This is an optimization exercise on Yosys and OpenROAD, whose aim is small area, a short achievable clock period and few clock cycles per item, not a production implementation.
Only simulation tests tie the RTL to the original design; equivalence was not proved.

==> flow/design.v (excerpt) <==
module turbo_dec_top (
    input  wire logic                      clk_p_i,
    input  wire logic                      reset_n_i,
    input  wire logic                      in_valid_i,
    input  wire turbo_llr_pkg::ch_sample_t sys_i,
    input  wire turbo_llr_pkg::ch_sample_t par1_i,
    input  wire turbo_llr_pkg::ch_sample_t par2_i,
    output logic                           in_ready_o,
    output turbo_llr_pkg::info_bits_t      dec_bits_o,
    output logic                           done_o
);
Size in the first run: about 580 flip-flops, roughly 0.063 mm2 of cells after synthesis.
Settings: LEC_CHECK=0, ABC_AREA=1, CAP_MARGIN=20, CORE_MARGIN=2, CORE_UTILIZATION=40, CTS_BUF_LIST=sky130_fd_sc_hd__clkbuf_8, SLEW_MARGIN=20; clock period 20.0 ns.
standard.sh (not shown) runs the stock make flow with config.mk's settings and CLKGATE_MAP_FILE= SYNTH_SCRIPT=/design/flow/synth_recipe.tcl, a recipe that flattens the netlist after the stock synthesis.
==> flow/flow/run.sh <==
#!/bin/bash
# The standard layout, with the timing repair asked to leave a setup
# margin so that it also works on paths that already meet the clock
set -euo pipefail
export SETUP_SLACK_MARGIN=13
export SKIP_GATE_CLONING=1
bash standard.sh > standard.log 2>&1
Testbench counts at the start, summed over its fixed seeds: cycles 48,036, items 1,920.
Change:
--- a/flow/design.v
+++ b/flow/design.v
@@ -176,15 +176,15 @@
     localparam logic [14:0] PERM = turbo_fsm_pkg::PERM;
     typedef logic signed [13:0] k_t;
     k_t ext_q [5];
     turbo_llr_pkg::llr_t bg_s_q, bg_sp_q, fg_s_q, fg_sp_q;
     logic [4-1:0] bg_p_q, fg_p_q;
     turbo_llr_pkg::llr_t bg_p, fg_p;
     turbo_llr_pkg::llr_t a1_q, a2_q, a3_q;           
-    turbo_llr_pkg::llr_t a1s1_q, a1s2_q;
+    turbo_llr_pkg::llr_t a1s1_q, a1s2_q, a1s3_q;     
     turbo_llr_pkg::llr_t b1_q, b2_q, b3_q;           
     turbo_llr_pkg::llr_t b4s1_q, b4s2_q, b4s3_q;     
     turbo_llr_pkg::llr_t mb0a_q, mb0b_q, mb1a_q, mb1b_q;
     turbo_llr_pkg::llr_t mf0a_q, mf0b_q, mf1a_q, mf1b_q;
     function automatic logic [3:0] sys_of(input int k, input logic d);
         sys_of = d ? sys_i[PERM[3*k +: 3]] : sys_i[k];
     endfunction
@@ -271,15 +271,15 @@
         .y01_o(by01), .y20_o(by20), .y21_o(by21), .y30_o(by30), .y31_o(by31)
     );
     turbo_llr_pkg::llr_t la1, la2, la3, mb0a, mb0b, mb1a, mb1b;
     always_comb begin
         if (cyc_i[3]) begin
             la1 = a1_q; la2 = a2_q; la3 = a3_q;
         end else if (cyc_i[4]) begin
-            la1 = a1s1_q; la2 = a1s2_q; la3 = a1s1_q;
+            la1 = a1s1_q; la2 = a1s2_q; la3 = a1s3_q;
         end else begin
             la1 = turbo_llr_pkg::NEG_INF; la2 = turbo_llr_pkg::NEG_INF; la3 = turbo_llr_pkg::NEG_INF;
         end
     end
     llr_stage1 llrb_i (
         .a1_i(la1), .a2_i(la2), .a3_i(la3), .sp_i(bg_sp_q), .b2_i(bb2),
         .y01_i(by01), .y20_i(by20), .y21_i(by21), .y30_i(by30), .y31_i(by31),
@@ -339,15 +339,15 @@
         fg_p_q  <= fg_par;
         if (cyc_i[1]) begin
             a1_q <= g0_a13; a2_q <= g0_sp; a3_q <= g0_a13;
         end else begin
             a1_q <= fn1; a2_q <= fn2; a3_q <= fn3;
         end
         if (cyc_i[2]) begin
-            a1s1_q <= a1_q; a1s2_q <= a2_q;
+            a1s1_q <= a1_q; a1s2_q <= a2_q; a1s3_q <= a3_q;
         end
         if (newb) begin
             {b3_q, b2_q, b1_q} <= b5_stg;
         end else if (cyc_i[6]) begin
             {b3_q, b2_q, b1_q} <= b5_nxt;
         end else begin
             b1_q <= bn1; b2_q <= bn2; b3_q <= bn3;
Worst setup slack gets worse by 0.16 ns.
Final area is higher by 3.1%.
Cell count barely changes.
Synthesized cell count is lower by 1.5%.
Synthesized area hardly moves.
Global-route usage is higher by 0.18 points.
Routed wire length is higher by 0.42%.
Die area barely changes.
Non-clock buffer count is higher by 101.
Testbench counts after the change, summed over its fixed seeds: cycles 48,036, items 1,920.

[what the ideal ports hide]
Ports are ideal in the flow. The routed layouts listed here were re-timed in OpenROAD. Step 1: set_driving_cell puts a clkbuf_16 on clk_p_i and a buf_2 on each other input, an assumption about the parent block. Step 2 times the ports against the registers' clock, not the clock port: input delays grow and output delays shrink by t, the midpoint of the rising clock arrivals with the driver on. Slacks: ideal ports / drivers / drivers and shift; pairs: ideal ports / drivers.
run | t (ns) | setup slack, ns | hold WS [ns] | cell pins on the clock port's net
the first run | 0.921 | 13.186 / 13.186 / 13.186 | 0.406 / 0.406 / 0.406 | 1
the second run | 0.951 | 13.025 / 13.025 / 13.025 | 0.429 / 0.429 / 0.429 | 1
After both steps every run listed still meets setup and hold.
